This is an optimization exercise on Yosys and OpenROAD, whose aim is small area, a short achievable clock period and few clock cycles per item, not a production implementation.
In this exercise RTL edits were held to simulation tests only and were not proved equivalent to the original.
Power is estimated from default activity; no workload was simulated.

Setup of tundra:
==> flow/design.v (excerpt) <==
module atomik_delta_accumulator_mc #(
   parameter int DATA_WIDTH    = 64,
   parameter int NUM_CHANNELS  = 4,
   parameter int HISTORY_DEPTH = 8
) (
   input  logic                    clk,
   input  logic                    rst,
   input  logic                    cmd_valid,
   output logic                    cmd_ready,
   input  logic [1:0]              cmd_op,
   input  logic [((NUM_CHANNELS > 1) ? $clog2(NUM_CHANNELS) : 1)-1:0] cmd_ch,
   input  logic [DATA_WIDTH-1:0]   cmd_data,
   output logic                    rsp_valid,
   output logic [((NUM_CHANNELS > 1) ? $clog2(NUM_CHANNELS) : 1)-1:0] rsp_ch,
   output logic [DATA_WIDTH-1:0]   rsp_data,
   output logic                    rsp_zero,
   output logic                    rsp_err,
   output logic [NUM_CHANNELS-1:0] acc_zero
);
Size in the first run: roughly 2900 flip-flops, about 150 I/O pins.
clock: 5.0 ns
lec_check: 0
cap_margin: 20
core_margin: 2
core_utilization: 50
cts_cluster_diameter: 100
cts_cluster_size: 28
setup_slack_margin: 2.6
slew_margin: 20
standard.sh (not shown) runs the stock make flow with config.mk's settings and CLKGATE_MAP_FILE= SYNTH_SCRIPT=/design/flow/synth_recipe.tcl, a recipe that flattens the netlist after the stock synthesis.
==> flow/flow/run.sh <==
#!/bin/bash
# Layout flow: the standard flow (standard.sh, unchanged), with the port buffers that
# global placement inserts on every input and output made sky130_fd_sc_hd__buf_4 instead of
# the buffer_ports default choice (a clkdlybuf4s delay cell). ORFS's full output goes to
# standard.log in this folder.
set -euo pipefail
bash standard.sh "BUFFER_PORTS_ARGS=-buffer_cell sky130_fd_sc_hd__buf_4" finish > standard.log 2>&1
tundra: flow completed, timing, DRC and antenna clean
Testbench counts of tundra, summed over its fixed seeds: cycles 4,824, commands 4,800.
Modified inputs, yarrow compared to tundra
-- flow/design.v --
<<< tundra, line 38
   assign w_d     = cmd_data;
   always_comb begin
      for (int c = 0; c < NC; c++) w_hit[c] = w_v & (int'(cmd_ch) == c);
   end
   logic [15:0] w_n_th;
>>> yarrow, line 38
   assign w_d     = cmd_data;
   always_comb begin
      for (int c = 0; c < NC; c++) w_hit[c] = cmd_valid & (int'(cmd_ch) == c);
   end
   logic [15:0] w_n_th;
Notes after the runs:
Diff tundra -> yarrow: sequential share of layout area climbed 0.53 points, maximum number of pins on one net before global-route repair moved up, later-pin clock latency in the skew report saw little to no change, fraction of the yosys area taken by sequential cells neither gained nor lost much. Compared with tundra, yarrow shows a wire length after detailed routing that is 33 mm lower. The number of nets at the end of the flow number comes out higher for tundra vs yarrow. Between yarrow and tundra, the area inside the core boundary does not differ in any meaningful way. Diff tundra..yarrow | sequential cell fraction of total power | negligible.
Testbench counts of yarrow, summed over its fixed seeds: cycles 4,824, commands 4,800.


The RTL this note starts from:
==> flow/design.v <==
module atomik_delta_accumulator_mc #(
   parameter int DATA_WIDTH    = 64,
   parameter int NUM_CHANNELS  = 4,
   parameter int HISTORY_DEPTH = 8
) (
   input  logic                    clk,
   input  logic                    rst,
   input  logic                    cmd_valid,
   output logic                    cmd_ready,
   input  logic [1:0]              cmd_op,
   input  logic [((NUM_CHANNELS > 1) ? $clog2(NUM_CHANNELS) : 1)-1:0] cmd_ch,
   input  logic [DATA_WIDTH-1:0]   cmd_data,
   output logic                    rsp_valid,
   output logic [((NUM_CHANNELS > 1) ? $clog2(NUM_CHANNELS) : 1)-1:0] rsp_ch,
   output logic [DATA_WIDTH-1:0]   rsp_data,
   output logic                    rsp_zero,
   output logic                    rsp_err,
   output logic [NUM_CHANNELS-1:0] acc_zero
);
   localparam int DW   = DATA_WIDTH;
   localparam int NC   = NUM_CHANNELS;
   localparam int HD   = HISTORY_DEPTH;
   localparam int NS   = HD + 1;                     
   localparam int CH_W = (NC > 1) ? $clog2(NC) : 1;
   localparam logic [1:0] OP_LOAD     = 2'd0;
   localparam logic [1:0] OP_ACCUM    = 2'd1;
   localparam logic [1:0] OP_READ     = 2'd2;
   localparam logic [1:0] OP_ROLLBACK = 2'd3;
   assign cmd_ready = ~rst;
   logic [NC-1:0]   w_hit;
   logic            w_v;
   logic            w_load, w_accum, w_rb;
   logic [DW-1:0]   w_d;
   assign w_v     = cmd_valid & ~rst;
   assign w_load  = (cmd_op == OP_LOAD);
   assign w_accum = (cmd_op == OP_ACCUM);
   assign w_rb    = (cmd_op == OP_ROLLBACK);
   assign w_d     = cmd_data;
   always_comb begin
      for (int c = 0; c < NC; c++) w_hit[c] = w_v & (int'(cmd_ch) == c);
   end
   logic [15:0] w_n_th;
   logic [15:0] w_n_oh;
   always_comb begin
      for (int m = 0; m < 16; m++) begin
         w_n_th[m] = (int'(w_d[3:0]) >= m);
         w_n_oh[m] = (int'(w_d[3:0]) == m);
      end
   end
   logic [DW-1:0] w_init [NC];
   logic [NC-1:0] w_zinit;
   logic [DW-1:0] w_acc  [NC];
   logic [NC-1:0] w_err;
   generate
      for (genvar c = 0; c < NC; c++) begin : g_ch
         logic [DW-1:0] r_init;
         logic          r_zinit;               
         logic [DW-1:0] r_slot [NS];
         logic [NS-1:0] r_ptr;                 
         logic [HD:1]   r_cnt;                 
         logic          r_bz;                  
         logic          w_pz;                  
         logic [DW-1:0] w_rd;
         logic [DW-1:0] w_wd;
         logic [NS-1:0] w_ptr_inc;
         logic          w_acc_hit, w_load_hit, w_rb_hit;
         logic [HD:1]   w_k_th;
         logic [HD:0]   w_k_oh;
         logic          w_to_base;
         logic [NS-1:0] w_ptr_rb;
         logic [HD:1]   w_cnt_rb;
         assign w_pz = ~|r_ptr;
         always_comb begin
            w_rd = '0;
            for (int j = 0; j < NS; j++) w_rd = w_rd | (r_slot[j] & {DW{r_ptr[j]}});
         end
         assign w_acc_hit  = w_hit[c] & w_accum;
         assign w_load_hit = w_hit[c] & w_load;
         assign w_rb_hit   = w_hit[c] & w_rb;
         assign w_wd      = w_rd ^ w_d;
         assign w_ptr_inc = {r_ptr[NS-2:0], r_ptr[NS-1] | w_pz};
         always_ff @(posedge clk) begin
            for (int j = 0; j < NS; j++) begin
               if (w_acc_hit && w_ptr_inc[j]) r_slot[j] <= w_wd;
            end
         end
         always_comb begin
            for (int m = 1; m <= HD; m++) w_k_th[m] = w_n_th[m] & r_cnt[m];
            w_k_oh[0] = ~w_k_th[1];
            for (int m = 1; m < HD; m++) w_k_oh[m] = w_k_th[m] & ~w_k_th[m+1];
            w_k_oh[HD] = w_k_th[HD];
            for (int j = 0; j < NS; j++) begin
               w_ptr_rb[j] = 1'b0;
               for (int m = 0; m <= HD; m++) w_ptr_rb[j] = w_ptr_rb[j] | (r_ptr[(j + m) % NS] & w_k_oh[m]);
            end
            for (int m = 1; m <= HD; m++) begin
               w_cnt_rb[m] = 1'b0;
               for (int j = 0; j + m <= HD; j++) w_cnt_rb[m] = w_cnt_rb[m] | (w_n_oh[j] & r_cnt[m + j]);
            end
         end
         assign w_to_base = r_bz & ~w_cnt_rb[1];
         assign w_err[c]  = w_n_th[HD+1] | |(w_n_th[HD:1] & ~r_cnt);
         always_ff @(posedge clk) begin
            if (w_load_hit) r_init <= w_d;
         end
         always_ff @(posedge clk) begin
            if (rst) begin
               r_zinit <= 1'b1;
               r_ptr   <= '0;
               r_cnt   <= '0;
               r_bz    <= 1'b1;
            end else if (w_load_hit) begin
               r_zinit <= 1'b0;
               r_ptr   <= '0;
               r_cnt   <= '0;
               r_bz    <= 1'b1;
            end else if (w_acc_hit) begin
               r_ptr <= w_ptr_inc;
               r_cnt <= {r_cnt[HD-1:1], 1'b1};
               if (r_cnt[HD]) r_bz <= 1'b0;
            end else if (w_rb_hit) begin
               r_ptr <= w_to_base ? '0 : w_ptr_rb;
               r_cnt <= w_cnt_rb;
            end
         end
         assign w_init[c]  = r_init;
         assign w_zinit[c] = r_zinit;
         assign w_acc[c]   = w_rd;
      end
   endgenerate
   logic            r2_v;
   logic [NC-1:0]   r2_hit;
   logic [CH_W-1:0] r2_ch;
   logic            r2_err;
   always_ff @(posedge clk) begin
      r2_v   <= w_v;
      r2_hit <= w_hit;
      r2_ch  <= cmd_ch;
      r2_err <= w_rb & |(w_hit & w_err);
   end
   logic [DW-1:0]   w_sel_init;
   logic [DW-1:0]   w_sel_acc;
   logic [DW/4-1:0] w_sel_nz;         
   always_comb begin
      w_sel_init = '0;
      w_sel_acc  = '0;
      w_sel_nz   = '0;
      for (int c = 0; c < NC; c++) begin
         w_sel_init = w_sel_init | (w_init[c] & {DW{r2_hit[c] & ~w_zinit[c]}});
         w_sel_acc  = w_sel_acc  | (w_acc[c] & {DW{r2_hit[c]}});
         for (int i = 0; i < DW/4; i++) w_sel_nz[i] = w_sel_nz[i] | (r2_hit[c] & |w_acc[c][4*i +: 4]);
      end
   end
   logic            r3_v;
   logic [NC-1:0]   r3_hit;
   logic [CH_W-1:0] r3_ch;
   logic            r3_err;
   logic [DW-1:0]   r3_init;
   logic [DW-1:0]   r3_acc;
   logic [DW/4-1:0] r3_nz;
   always_ff @(posedge clk) begin
      r3_v    <= r2_v & ~rst;
      r3_hit  <= r2_hit;
      r3_ch   <= r2_ch;
      r3_err  <= r2_err;
      r3_init <= w_sel_init;
      r3_acc  <= w_sel_acc;
      r3_nz   <= w_sel_nz;
   end
   logic            r_rsp_valid;
   logic [CH_W-1:0] r_rsp_ch;
   logic [DW-1:0]   r_rsp_data;
   logic            r_rsp_zero;
   logic            r_rsp_err;
   logic [NC-1:0]   r_acc_zero;
   logic            w_r3_zero;
   assign w_r3_zero = ~|r3_nz;
   always_ff @(posedge clk) begin
      r_rsp_valid <= r3_v & ~rst;
      r_rsp_ch    <= r3_ch;
      r_rsp_data  <= r3_init ^ r3_acc;
      r_rsp_zero  <= w_r3_zero;
      r_rsp_err   <= r3_err;
      for (int c = 0; c < NC; c++) begin
         if (rst)                    r_acc_zero[c] <= 1'b1;
         else if (r3_v && r3_hit[c]) r_acc_zero[c] <= w_r3_zero;
      end
   end
   assign rsp_valid = r_rsp_valid;
   assign rsp_ch    = r_rsp_ch;
   assign rsp_data  = r_rsp_data;
   assign rsp_zero  = r_rsp_zero;
   assign rsp_err   = r_rsp_err;
   assign acc_zero  = r_acc_zero;
endmodule
make LEC_CHECK=0 CAP_MARGIN=20 CORE_MARGIN=2 CORE_UTILIZATION=50 CTS_CLUSTER_DIAMETER=100 CTS_CLUSTER_SIZE=28 SETUP_SLACK_MARGIN=2.6 SLEW_MARGIN=20 finish   # period 5.0 ns
run.sh (not shown) runs the stock make flow with config.mk's settings and CLKGATE_MAP_FILE= SYNTH_SCRIPT=/design/flow/synth_recipe.tcl, a recipe that flattens the netlist after the stock synthesis.
Stock flow here: none of the scripts above is used.
The baseline finished with timing, DRC and antenna clean.
Testbench counts at the start, summed over its fixed seeds: cycles 4,824, commands 4,800.
Rerun with:
--- a/flow/design.v
+++ b/flow/design.v
@@ -138,45 +138,40 @@
       r2_ch  <= cmd_ch;
       r2_err <= w_rb & |(w_hit & w_err);
    end
    logic [DW-1:0]   w_sel_init;
    logic [DW-1:0]   w_sel_acc;
-   logic [DW/4-1:0] w_sel_nz;         
    always_comb begin
       w_sel_init = '0;
       w_sel_acc  = '0;
-      w_sel_nz   = '0;
       for (int c = 0; c < NC; c++) begin
          w_sel_init = w_sel_init | (w_init[c] & {DW{r2_hit[c] & ~w_zinit[c]}});
          w_sel_acc  = w_sel_acc  | (w_acc[c] & {DW{r2_hit[c]}});
-         for (int i = 0; i < DW/4; i++) w_sel_nz[i] = w_sel_nz[i] | (r2_hit[c] & |w_acc[c][4*i +: 4]);
       end
    end
    logic            r3_v;
    logic [NC-1:0]   r3_hit;
    logic [CH_W-1:0] r3_ch;
    logic            r3_err;
    logic [DW-1:0]   r3_init;
    logic [DW-1:0]   r3_acc;
-   logic [DW/4-1:0] r3_nz;
    always_ff @(posedge clk) begin
       r3_v    <= r2_v & ~rst;
       r3_hit  <= r2_hit;
       r3_ch   <= r2_ch;
       r3_err  <= r2_err;
       r3_init <= w_sel_init;
       r3_acc  <= w_sel_acc;
-      r3_nz   <= w_sel_nz;
    end
    logic            r_rsp_valid;
    logic [CH_W-1:0] r_rsp_ch;
    logic [DW-1:0]   r_rsp_data;
    logic            r_rsp_zero;
    logic            r_rsp_err;
    logic [NC-1:0]   r_acc_zero;
    logic            w_r3_zero;
-   assign w_r3_zero = ~|r3_nz;
+   assign w_r3_zero = (r3_acc == '0);
    always_ff @(posedge clk) begin
       r_rsp_valid <= r3_v & ~rst;
       r_rsp_ch    <= r3_ch;
       r_rsp_data  <= r3_init ^ r3_acc;
       r_rsp_zero  <= w_r3_zero;
After rerunning:
- core utilization went down by 0.93 points
- maximum frequency went up by 1.4%
- worst hold slack loses 0.014 ns
- critical path depth went down by 5
- global-route usage went down by 2.7 points
- first-iteration DRC count went down by about 3.5%
- power went up by 0.65%
- clock-buffer cell count went down by 1
- worst setup slack gains 0.035 ns
- routed wire length went down by about 9%
- design area went down by about 1.6%
Testbench counts after the change, summed over its fixed seeds: cycles 4,824, commands 4,800.

what the ideal ports hide:
The flow's constraints put no driver on any port. The routed layouts listed below were extracted and timed again, unchanged, in two steps.
Step 1, drivers: a clkbuf_16 drives clk and a buf_2 each remaining input, both assumed.
Step 2 moves the port delays by t, midway between the first and last clock arrival at a register: inputs arrive t later, outputs are due t later. That takes back most of the time a late clock gives input paths.
a / b / c = ideal / step 1 / step 2; a / b = the first two.
| run | t (ns) | setup slack, ns | slew at the worst register clock pin (ns) | pins driven straight from the clock port |
|---|---|---|---|---|
| tundra | 0.920 | 2.460 / 2.429 / 1.509 | 0.12 / 0.12 | 1 |
| yarrow | 0.905 | 2.525 / 2.525 / 1.708 | 0.12 / 0.12 | 1 |
| the first run of note 2 | 0.905 | 2.444 / 2.439 / 1.689 | 0.11 / 0.11 | 1 |
| the second run of note 2 | 0.901 | 2.479 / 2.538 / 1.642 | 0.12 / 0.12 | 1 |
After both steps every run listed still meets setup and hold. The setup slack of tundra, which loses most, moves by -0.031 ns with the drivers and by -0.951 ns with both steps.
